From an optimization exercise on the open Yosys and OpenROAD flow, aimed at small area, a short achievable clock period and few clock cycles; shortcuts taken in it are not production practice.
Function was checked by simulation only, so behaviour that the tests miss may differ from the original.
Power figures rest on the tool's default switching activity, not on a simulated workload.

==> job 7358 <==
## rhythm_slot_regularity_tracker_unit
module rhythm_slot_regularity_tracker_unit (
    input  wire logic                 aclk,
    input  wire logic                 aresetn,
    input  wire logic                 s_valid,
    output logic                      s_ready,
    input  rsrt_pkg::rsrt_in_t             s_data,
    output logic                      m_valid,
    input  wire logic                 m_ready,
    output rsrt_pkg::rsrt_out_t                 m_data,
    input  wire logic                 cfg_valid,
    output logic                      cfg_ready,
    input  wire logic [rsrt_pkg::CFG_IDX_W-1:0] cfg_index,
    input  wire logic [15:0]          cfg_data
);
clock: 10.0 ns
lec_check: 0
cap_margin: 20
core_margin: 2
core_utilization: 40
slew_margin: 20
run.sh (not shown) runs the stock make flow with config.mk's settings and CLKGATE_MAP_FILE= SYNTH_SCRIPT=/design/flow/synth_recipe.tcl, a recipe that flattens the netlist after the stock synthesis.
==> inputs of job 3521, as changes to job 7358 <==
--- a/flow/design.v
+++ b/flow/design.v
@@ -88,13 +88,13 @@
     logic [7:0]  mean_r;
     logic [15:0] score_r;
     logic [7:0]  act_r;
     logic [15:0] lim_r;
     logic        rq_v;
     logic [1:0]  rq_t;
-    logic [15:0] rq_o;
+    logic [3:0]  rq_i;
     logic [7:0]  rq_a;
     logic        srdy_r;
     logic        mv_r;
     logic [35:0] out_r;
     logic        sk_v;
     logic        sk_smo;
@@ -127,42 +127,22 @@
         logic c;
         c = cin;
         for (int k = 0; k < 8; k++)
             c = (~a[k] & b[k]) | (~a[k] & c) | (b[k] & c);
         lt_cin = c;
     endfunction
-    function automatic logic [4:0] pc16(input logic [15:0] v);
-        logic [1:0] a [8];
-        logic [2:0] b [4];
-        logic [3:0] c [2];
-        for (int k = 0; k < 8; k++) a[k] = {1'b0, v[2*k]} + {1'b0, v[2*k+1]};
-        for (int k = 0; k < 4; k++) b[k] = {1'b0, a[2*k]} + {1'b0, a[2*k+1]};
-        for (int k = 0; k < 2; k++) c[k] = {1'b0, b[2*k]} + {1'b0, b[2*k+1]};
-        pc16 = {1'b0, c[0]} + {1'b0, c[1]};
-    endfunction
-    function automatic logic ge6(input logic [5:0] a, input logic [5:0] b);
-        logic c;
-        c = 1'b0;
-        for (int k = 0; k < 6; k++)
-            c = (~a[k] & b[k]) | (~a[k] & c) | (b[k] & c);
-        ge6 = ~c;
-    endfunction
     function automatic logic [5:0] r4(input logic [5:0] x, input logic [4:0] n,
                                       input logic [6:0] n3);
-        logic g1, g2, g3;
-        logic [3:0] c1, c2, c3;
-        g1 = ge6(x, {1'b0, n});
-        g2 = ge6(x, {n, 1'b0});
-        g3 = ge6(x, n3[5:0]);
-        c1 = x[3:0] - n[3:0];
-        c2 = x[3:0] - {n[2:0], 1'b0};
-        c3 = x[3:0] - n3[3:0];
-        if (g3)      r4 = {2'd3, c3};
-        else if (g2) r4 = {2'd2, c2};
-        else if (g1) r4 = {2'd1, c1};
-        else         r4 = {2'd0, x[3:0]};
+        logic [6:0] s1, s2, s3;
+        s1 = {1'b0, x} - {2'b0, n};
+        s2 = {1'b0, x} - {1'b0, n, 1'b0};
+        s3 = {1'b0, x} - n3;
+        if (!s3[6])      r4 = {2'd3, s3[3:0]};
+        else if (!s2[6]) r4 = {2'd2, s2[3:0]};
+        else if (!s1[6]) r4 = {2'd1, s1[3:0]};
+        else             r4 = {2'd0, x[3:0]};
     endfunction
     logic        is_add, is_clr, is_smo, is_stp;
     logic        lim_small;
     logic        low_mean;
     logic        exec_done;
     logic [7:0]  rd_h, rd_r;
@@ -183,42 +163,43 @@
     assign lim_small = lim_r[15:8] == 8'd0;
     assign low_mean  = mean_r < act_r;
     assign exec_done = rq_v && !sk_v && (!is_smo || sm_st == SM_5);
     assign add_ex    = exec_done && is_add;
     assign clr_ex    = exec_done && is_clr;
     assign stp_ex    = exec_done && is_stp;
-    always_comb begin
-        rd_h = 8'd0;
-        rd_r = 8'd0;
-        for (int i = 0; i < 16; i++) begin
-            rd_h = rd_h | (hist[i] & {8{rq_o[i]}});
-            rd_r = rd_r | (refr[i] & {8{rq_o[i]}});
-        end
-    end
+    assign rd_h  = hist[rq_i];
+    assign rd_r  = refr[rq_i];
     assign add_s = {1'b0, rd_h} + {1'b0, rq_a};
     assign add_v = add_s[8] ? 8'hFF : add_s[7:0];
     assign score_inc = (score_r == 16'hFFFF) ? score_r : score_r + 16'd1;
     assign score_dec = (score_r == 16'h0000) ? score_r : score_r - 16'd1;
-    logic st_act, st_e, st_g, st_nz, st_inc, st_dec;
-    assign st_act   = is_stp && !low_mean;
-    assign st_nz    = rd_h != 8'd0;
-    assign st_e     = !st_nz && rd_r == 8'd0;
-    assign st_g     = rd_h > rd_r;
-    assign st_inc   = st_act && (st_e || st_g);
-    assign st_dec   = st_act && st_nz && !st_g;
-    assign case_nx  = {st_act && st_nz, st_act && (st_e || (st_nz && !st_g))};
-    assign score_nx = st_inc ? score_inc : st_dec ? score_dec : score_r;
+    always_comb begin
+        score_nx = score_r;
+        case_nx  = 2'd0;
+        if (is_stp && !low_mean) begin
+            if (rd_h == 8'd0 && rd_r == 8'd0) begin
+                score_nx = score_inc;
+                case_nx  = 2'd1;
+            end else if (rd_h > rd_r) begin
+                score_nx = score_inc;
+                case_nx  = 2'd2;
+            end else if (rd_h != 8'd0) begin
+                score_nx = score_dec;
+                case_nx  = 2'd3;
+            end
+        end
+    end
     assign sm_run = rq_v && is_smo;
     assign k_cyc  = sm_run && ((sm_st == SM_IDLE && !sk_v && !prev_add && !lim_small) ||
                                sm_st == SM_K);
     assign sw_cyc = sm_run && sm_st == SM_SW;
     assign kill2  = (rd_h != 8'd0) && (rd_h > acc_r[15:8]);
     always_comb begin
         for (int i = 0; i < 16; i++) begin
             nz[i]   = hist[i] != 8'd0;
-            kill[i] = {1'b0, hist[i]} < {2'b0, p3q_r} + {8'd0, p3c_r};
+            kill[i] = lt_cin(hist[i], {1'b0, p3q_r}, p3c_r);
         end
     end
     assign bus = (add_ex && aresetn) ? add_v : 8'd0;
     logic [11:0] tsa, tsb;
     logic [4:0]  tcnt;
     always_comb begin
@@ -256,33 +237,31 @@
         end
         l5[0] = l4[0] ^ l4[1] ^ l4[2];
         l5[1] = ((l4[0] & l4[1]) | (l4[0] & l4[2]) | (l4[1] & l4[2])) << 1;
         l5[2] = l4[3];
         tsa   = l5[0] ^ l5[1] ^ l5[2];
         tsb   = ((l5[0] & l5[1]) | (l5[0] & l5[2]) | (l5[1] & l5[2])) << 1;
-        tcnt  = pc16(nz);
+        tcnt  = 5'd0;
+        for (int i = 0; i < 16; i++) tcnt = tcnt + {4'd0, nz[i]};
     end
     logic [7:0] peak_eff;
     logic [6:0] p3q_nx;
     logic       p3c_nx;
     assign peak_eff = (lv_r > pk_r) ? lv_r : pk_r;
     always_comb begin
-        logic r1, r0, b, n1, n0;
+        logic [1:0] r;
+        logic [2:0] v;
         logic [7:0] q;
-        r1 = 1'b0;
-        r0 = 1'b0;
+        r = 2'd0;
         for (int i = 7; i >= 0; i--) begin
-            b    = peak_eff[i];
-            q[i] = r1 | (r0 & b);
-            n1   = (r0 & ~b) | (r1 & b);
-            n0   = (~r1 & ~r0 & b) | (r1 & ~b);
-            r1   = n1;
-            r0   = n0;
+            v    = {r, peak_eff[i]};
+            q[i] = v >= 3'd3;
+            r    = q[i] ? 2'(v - 3'd3) : v[1:0];
         end
         p3q_nx = q[6:0];
-        p3c_nx = r1 | r0;
+        p3c_nx = r != 2'd0;
     end
     logic [11:0] d1_s;
     logic [6:0]  d1_n3;
     logic [5:0]  d1_o;
     assign d1_s  = csa_r + csb_r;
     assign d1_n3 = {2'b0, cn_r} + {1'b0, cn_r, 1'b0};
@@ -290,32 +269,21 @@
     logic [5:0] d2_a, d2_b;
     assign d2_a = r4(p1r_r[9:4], p1n_r, p1n3_r);
     assign d2_b = r4({d2_a[3:0], p1r_r[3:2]}, p1n_r, p1n3_r);
     logic [5:0] d3_o;
     logic [7:0] d3_q;
     logic       d3_nz, d3_rnd;
-    logic [7:0] raw_nx;
-    logic [7:0] mean_nx;
+    logic [7:0] raw_nx, mean_nx;
     logic       act_nx;
     assign d3_o    = r4(p2r_r, p2n_r, p2n3_r);
     assign d3_q    = {p2q_r, d3_o[5:4]};
     assign d3_nz   = p2n_r != 5'd0;
     assign d3_rnd  = {d3_o[3:0], 1'b0} >= p2n_r;
     assign raw_nx  = d3_nz ? d3_q : 8'd0;
-    logic [5:0] p2q_inc;
-    logic       hi_gt, hi_eq;
-    assign p2q_inc = p2q_r + 6'd1;
-    assign hi_gt   = p2q_r > act_r[7:2];
-    assign hi_eq   = p2q_r == act_r[7:2];
-    always_comb begin
-        logic [7:0] qi;
-        qi      = (d3_o[5:4] == 2'd3) ? {p2q_inc, 2'd0} : {p2q_r, d3_o[5:4] + 2'd1};
-        mean_nx = !d3_nz ? 8'd0 : d3_rnd ? qi : d3_q;
-        act_nx  = d3_nz && (hi_gt || (hi_eq && ((d3_o[5:4] > act_r[1:0]) ||
-                                                (d3_rnd && d3_o[5:4] == act_r[1:0]))));
-    end
+    assign mean_nx = d3_nz ? d3_q + {7'd0, d3_rnd} : 8'd0;
+    assign act_nx  = d3_nz && ((d3_q > act_r) || (d3_rnd && d3_q == act_r));
     logic [35:0] res;
     always_comb begin
         if (sk_v)
             res = {mean_r, sk_smo ? raw_r : 8'd0, sk_smo && dis_r, mean_r > act_r,
                    score_r, sk_case};
         else if (is_smo)
@@ -333,13 +301,13 @@
         sm_st_n = sm_st;
         if (sm_run) begin
             unique case (sm_st)
                 SM_IDLE: if (!sk_v && !prev_add) sm_st_n = lim_small ? SM_MUL : SM_2;
                 SM_MUL:  if (cnt_r == 3'd7) sm_st_n = SM_K;
                 SM_K:    sm_st_n = SM_SW;
-                SM_SW:   if (rq_o[15]) sm_st_n = SM_2;
+                SM_SW:   if (rq_i == 4'd15) sm_st_n = SM_2;
                 SM_2:    sm_st_n = SM_3;
                 SM_3:    sm_st_n = SM_4;
                 SM_4:    sm_st_n = SM_5;
                 SM_5:    if (!sk_v) sm_st_n = SM_IDLE;
                 default: sm_st_n = SM_IDLE;
             endcase
@@ -367,27 +335,27 @@
         end
     end
     always_ff @(posedge aclk) begin
         if (accept) begin
             rq_t <= s_data.req_type;
             rq_a <= s_data.hit_amount;
-            rq_o <= 16'd1 << ((s_data.req_type == T_STEP) ? s_data.slot_index - 4'd1
-                                                         : s_data.slot_index);
+            rq_i <= (s_data.req_type == T_STEP) ? s_data.slot_index - 4'd1
+                                                : s_data.slot_index;
         end else if (k_cyc || sw_cyc) begin
-            rq_o <= k_cyc ? 16'd1 : {rq_o[14:0], rq_o[15]};
+            rq_i <= k_cyc ? 4'd0 : rq_i + 4'd1;
         end
         if (out_free && (sk_v || exec_done)) out_r <= res;
         if (!sk_v && exec_done && !out_free) begin
             sk_smo  <= is_smo;
             sk_case <= case_nx;
         end
     end
     always_ff @(posedge aclk) begin
         for (int i = 0; i < 16; i++) begin
             if (!aresetn || clr_ex || (k_cyc && kill[i]) ||
-                ((add_ex || (sw_cyc && kill2)) && rq_o[i]))
+                ((add_ex || (sw_cyc && kill2)) && rq_i == 4'(i)))
                 hist[i] <= bus;
         end
         if (!aresetn) begin
             for (int i = 0; i < 16; i++) refr[i] <= 8'd0;
             mean_r  <= 8'd0;
             score_r <= 16'd0;
@@ -396,13 +364,13 @@
         end else begin
             if (cfg_valid) begin
                 if (cfg_index == 1'b0) act_r <= cfg_data[7:0];
                 else                   lim_r <= cfg_data;
             end
             for (int i = 0; i < 16; i++) begin
-                if (stp_ex && (low_mean ? rq_o[(i + 15) % 16] : rq_o[i]))
+                if (stp_ex && (low_mean ? (rq_i == 4'(i - 1)) : (rq_i == 4'(i))))
                     refr[i] <= hist[i];
             end
             if (stp_ex) score_r <= score_nx;
             if (exec_done && is_smo) mean_r <= mean_nx;
         end
     end
==> inputs of job 7969, as changes to job 7358 <==
--- a/flow/design.v
+++ b/flow/design.v
@@ -100,13 +100,14 @@
     logic        sk_smo;
     logic [1:0]  sk_case;
     logic [7:0]  pk_r;
     logic [7:0]  lv_r;
     logic [6:0]  p3q_r;
     logic        p3c_r;
-    logic        prev_add;
+    logic [7:0]  pkd_r;
+    logic        p3_ok;
     logic [2:0]  sm_st;
     logic [2:0]  cnt_r;
     logic [15:0] acc_r;
     logic [11:0] csa_r, csb_r;
     logic [4:0]  cn_r;
     logic        dis_r;
@@ -136,12 +137,19 @@
         logic [3:0] c [2];
         for (int k = 0; k < 8; k++) a[k] = {1'b0, v[2*k]} + {1'b0, v[2*k+1]};
         for (int k = 0; k < 4; k++) b[k] = {1'b0, a[2*k]} + {1'b0, a[2*k+1]};
         for (int k = 0; k < 2; k++) c[k] = {1'b0, b[2*k]} + {1'b0, b[2*k+1]};
         pc16 = {1'b0, c[0]} + {1'b0, c[1]};
     endfunction
+    function automatic logic ltm8(input logic [7:0] a, input logic [7:0] b);
+        logic c;
+        c = 1'b0;
+        for (int k = 0; k < 8; k++)
+            c = (~a[k] & b[k]) | (~a[k] & c) | (b[k] & c);
+        ltm8 = c;
+    endfunction
     function automatic logic ge6(input logic [5:0] a, input logic [5:0] b);
         logic c;
         c = 1'b0;
         for (int k = 0; k < 6; k++)
             c = (~a[k] & b[k]) | (~a[k] & c) | (b[k] & c);
         ge6 = ~c;
@@ -199,19 +207,19 @@
     assign score_inc = (score_r == 16'hFFFF) ? score_r : score_r + 16'd1;
     assign score_dec = (score_r == 16'h0000) ? score_r : score_r - 16'd1;
     logic st_act, st_e, st_g, st_nz, st_inc, st_dec;
     assign st_act   = is_stp && !low_mean;
     assign st_nz    = rd_h != 8'd0;
     assign st_e     = !st_nz && rd_r == 8'd0;
-    assign st_g     = rd_h > rd_r;
+    assign st_g     = ltm8(rd_r, rd_h);
     assign st_inc   = st_act && (st_e || st_g);
     assign st_dec   = st_act && st_nz && !st_g;
     assign case_nx  = {st_act && st_nz, st_act && (st_e || (st_nz && !st_g))};
     assign score_nx = st_inc ? score_inc : st_dec ? score_dec : score_r;
     assign sm_run = rq_v && is_smo;
-    assign k_cyc  = sm_run && ((sm_st == SM_IDLE && !sk_v && !prev_add && !lim_small) ||
+    assign k_cyc  = sm_run && ((sm_st == SM_IDLE && !sk_v && p3_ok && !lim_small) ||
                                sm_st == SM_K);
     assign sw_cyc = sm_run && sm_st == SM_SW;
     assign kill2  = (rd_h != 8'd0) && (rd_h > acc_r[15:8]);
     always_comb begin
         for (int i = 0; i < 16; i++) begin
             nz[i]   = hist[i] != 8'd0;
@@ -261,20 +269,21 @@
         tsb   = ((l5[0] & l5[1]) | (l5[0] & l5[2]) | (l5[1] & l5[2])) << 1;
         tcnt  = pc16(nz);
     end
     logic [7:0] peak_eff;
     logic [6:0] p3q_nx;
     logic       p3c_nx;
-    assign peak_eff = (lv_r > pk_r) ? lv_r : pk_r;
+    assign peak_eff = ltm8(pk_r, lv_r) ? lv_r : pk_r;
+    assign p3_ok = peak_eff == pkd_r;
     always_comb begin
         logic r1, r0, b, n1, n0;
         logic [7:0] q;
         r1 = 1'b0;
         r0 = 1'b0;
         for (int i = 7; i >= 0; i--) begin
-            b    = peak_eff[i];
+            b    = pk_r[i];
             q[i] = r1 | (r0 & b);
             n1   = (r0 & ~b) | (r1 & b);
             n0   = (~r1 & ~r0 & b) | (r1 & ~b);
             r1   = n1;
             r0   = n0;
         end
@@ -296,25 +305,41 @@
     logic [7:0] raw_nx;
     logic [7:0] mean_nx;
     logic       act_nx;
     assign d3_o    = r4(p2r_r, p2n_r, p2n3_r);
     assign d3_q    = {p2q_r, d3_o[5:4]};
     assign d3_nz   = p2n_r != 5'd0;
-    assign d3_rnd  = {d3_o[3:0], 1'b0} >= p2n_r;
     assign raw_nx  = d3_nz ? d3_q : 8'd0;
     logic [5:0] p2q_inc;
     logic       hi_gt, hi_eq;
+    logic [3:0] rc [4];
+    logic [3:0] rnd_d, gt_d, ge_d;
+    logic [7:0] mq_d [4];
+    logic [7:0] mi_d [4];
     assign p2q_inc = p2q_r + 6'd1;
-    assign hi_gt   = p2q_r > act_r[7:2];
+    assign hi_gt   = ltm8({2'b0, act_r[7:2]}, {2'b0, p2q_r});
     assign hi_eq   = p2q_r == act_r[7:2];
     always_comb begin
-        logic [7:0] qi;
-        qi      = (d3_o[5:4] == 2'd3) ? {p2q_inc, 2'd0} : {p2q_r, d3_o[5:4] + 2'd1};
-        mean_nx = !d3_nz ? 8'd0 : d3_rnd ? qi : d3_q;
-        act_nx  = d3_nz && (hi_gt || (hi_eq && ((d3_o[5:4] > act_r[1:0]) ||
-                                                (d3_rnd && d3_o[5:4] == act_r[1:0]))));
+        rc[0] = p2r_r[3:0];
+        rc[1] = p2r_r[3:0] - p2n_r[3:0];
+        rc[2] = p2r_r[3:0] - {p2n_r[2:0], 1'b0};
+        rc[3] = p2r_r[3:0] - p2n3_r[3:0];
+        for (int d = 0; d < 4; d++) begin
+            rnd_d[d] = !ltm8({3'b0, rc[d], 1'b0}, {3'b0, p2n_r});
+            gt_d[d]  = hi_gt || (hi_eq && 2'(d) > act_r[1:0]);
+            ge_d[d]  = hi_gt || (hi_eq && 2'(d) >= act_r[1:0]);
+            mq_d[d]  = {p2q_r, 2'(d)};
+            mi_d[d]  = (d == 3) ? {p2q_inc, 2'd0} : {p2q_r, 2'(d + 1)};
+        end
+    end
+    always_comb begin
+        logic [1:0] d;
+        d       = d3_o[5:4];
+        d3_rnd  = rnd_d[d];
+        mean_nx = !d3_nz ? 8'd0 : d3_rnd ? mi_d[d] : mq_d[d];
+        act_nx  = d3_nz && (d3_rnd ? ge_d[d] : gt_d[d]);
     end
     logic [35:0] res;
     always_comb begin
         if (sk_v)
             res = {mean_r, sk_smo ? raw_r : 8'd0, sk_smo && dis_r, mean_r > act_r,
                    score_r, sk_case};
@@ -330,13 +355,13 @@
     assign rq_v_n   = accept || (rq_v && !exec_done);
     assign sk_v_n   = sk_v ? !out_free : (exec_done && !out_free);
     always_comb begin
         sm_st_n = sm_st;
         if (sm_run) begin
             unique case (sm_st)
-                SM_IDLE: if (!sk_v && !prev_add) sm_st_n = lim_small ? SM_MUL : SM_2;
+                SM_IDLE: if (!sk_v && p3_ok) sm_st_n = lim_small ? SM_MUL : SM_2;
                 SM_MUL:  if (cnt_r == 3'd7) sm_st_n = SM_K;
                 SM_K:    sm_st_n = SM_SW;
                 SM_SW:   if (rq_o[15]) sm_st_n = SM_2;
                 SM_2:    sm_st_n = SM_3;
                 SM_3:    sm_st_n = SM_4;
                 SM_4:    sm_st_n = SM_5;
@@ -353,20 +378,18 @@
         if (!aresetn) begin
             rq_v     <= 1'b0;
             srdy_r   <= 1'b1;
             mv_r     <= 1'b0;
             sk_v     <= 1'b0;
             sm_st    <= SM_IDLE;
-            prev_add <= 1'b0;
         end else begin
             rq_v     <= rq_v_n;
             srdy_r   <= !rq_v_n || (!sk_v_n && single_n);
             sk_v     <= sk_v_n;
             mv_r     <= sk_v || exec_done || (mv_r && !m_ready);
             sm_st    <= sm_st_n;
-            prev_add <= add_ex;
         end
     end
     always_ff @(posedge aclk) begin
         if (accept) begin
             rq_t <= s_data.req_type;
             rq_a <= s_data.hit_amount;
@@ -409,13 +432,15 @@
     always_ff @(posedge aclk) begin
         if (!aresetn || clr_ex) begin
             pk_r  <= 8'd0;
             lv_r  <= 8'd0;
             p3q_r <= 7'd0;
             p3c_r <= 1'b0;
+            pkd_r <= 8'd0;
         end else begin
+            pkd_r <= pk_r;
             pk_r  <= (k_cyc && lim_small) ? 8'd0 : peak_eff;
             lv_r  <= add_ex ? add_v : (sw_cyc && !kill2) ? rd_h : 8'd0;
             p3q_r <= p3q_nx;
             p3c_r <= p3c_nx;
         end
     end
==> flow_summary.rst <==
.. list-table::
   :header-rows: 1

   * - Metric
     - Value
   * - Minimum setup slack after placement
     - 4.930 ns
   * - Max_slew headroom
     - 0.2294
   * - Status
     - complete, no violations
   * - Synth area leaders
     - sky130_fd_sc_hd__edfxtp_1 (28%), sky130_fd_sc_hd__dfxtp_1 (13%), sky130_fd_sc_hd__ha_1 (11%), sky130_fd_sc_hd__fa_1 (8.5%), sky130_fd_sc_hd__mux2i_1 (5.4%)
   * - Maximum ir drop on the vdd rail
     - 155.5 µV
   * - Met3 track demand over resource
     - 0.05958
   * - Number of rows created at floorplan
     - 102
   * - GR Util met2
     - 0.3976
   * - Syn. warnings
     - 12
   * - CP max stage cell
     - sky130_fd_sc_hd__edfxtp_1
   * - WP data required
     - 10.24 ns
   * - Combinational gate power
     - 2.18 mW
-- figures above: job 7358

==> flow_summary.rst <==
.. list-table::
   :header-rows: 1

   * - Metric
     - Value
   * - Setup Crit Path Kind
     - reg -> reg
   * - Maximum ir drop on the vdd rail
     - 134.2 µV
   * - Number of rows created at floorplan
     - roughly 100
   * - Max_slew headroom
     - 0.1837
   * - Pin count of the biggest net entering global routing
     - 88
   * - GR Util met2
     - 0.3752
   * - Iteration-0 DRC Markers
     - 2350
   * - Syn. warnings
     - 15
   * - Seq cells post-synth
     - approximately 510
   * - Status
     - complete, no violations
   * - Synth area leaders
     - sky130_fd_sc_hd__edfxtp_1 (28%), sky130_fd_sc_hd__dfxtp_1 (14%), sky130_fd_sc_hd__ha_1 (10%), sky130_fd_sc_hd__fa_1 (8.4%), sky130_fd_sc_hd__mux2i_1 (5.5%)
   * - WP data required
     - 10.36 ns
   * - Combinational gate power
     - 1.77 mW
   * - CP max stage cell
     - sky130_fd_sc_hd__edfxtp_1
   * - Minimum setup slack after placement
     - 5.280 ns
-- figures above: job 7969

==> flow_summary.rst <==
.. list-table::
   :header-rows: 1

   * - Metric
     - Value
   * - Count of multi-input gates
     - approximately 2100
   * - Maximum ir drop on the vdd rail
     - 163.8 µV
   * - Combinational gate power
     - between 2 and 3 mW
   * - Status
     - complete, no violations
   * - Met3 track demand over resource
     - 0.05573
   * - Termination of the worst setup path
     - p3c_r
   * - GR Util met2
     - 0.4044
   * - WP data required
     - 10.51 ns
   * - Syn. warnings
     - 9
   * - CP max stage cell
     - sky130_fd_sc_hd__nor4b_2
   * - Synth area leaders
     - sky130_fd_sc_hd__edfxtp_1 (28%), sky130_fd_sc_hd__dfxtp_1 (14%), sky130_fd_sc_hd__fa_1 (8.8%), sky130_fd_sc_hd__ha_1 (7.0%), sky130_fd_sc_hd__mux2i_1 (4.6%)
-- figures above: job 3521

Testbench counts of job 7358, summed over its fixed seeds: cycles 24,785.
Testbench counts of job 3521, summed over its fixed seeds: cycles 24,785.
Testbench counts of job 7969, summed over its fixed seeds: cycles 24,427.

==> re-timing with driven ports <==
No port has a modelled driver above. Below, the same layouts with a new extraction and two added sets of constraints.
Step 1, drivers: a clkbuf_16 drives aclk and a buf_2 each remaining input, both assumed.
Step 2 times the ports against the registers' clock, not the clock port: input delays grow and output delays shrink by t, the midpoint of the rising clock arrivals with the driver on.
Three values: no drivers, after step 1, after step 2; two values: the first two.
run	t (ns)	setup WS [ns]	clock arrival spread, ns	worst data-port slew with drivers (ns)	cell pins on the clock port's net
job 7358	0.686	4.794 / 4.794 / 4.794	0.020 / 0.021	0.04	1
job 3521	0.695	2.078 / 2.078 / 2.078	0.031 / 0.031	0.04	1
job 7969	0.677	5.079 / 5.079 / 5.079	0.032 / 0.032	0.06	1
After both steps every run listed still meets setup and hold.
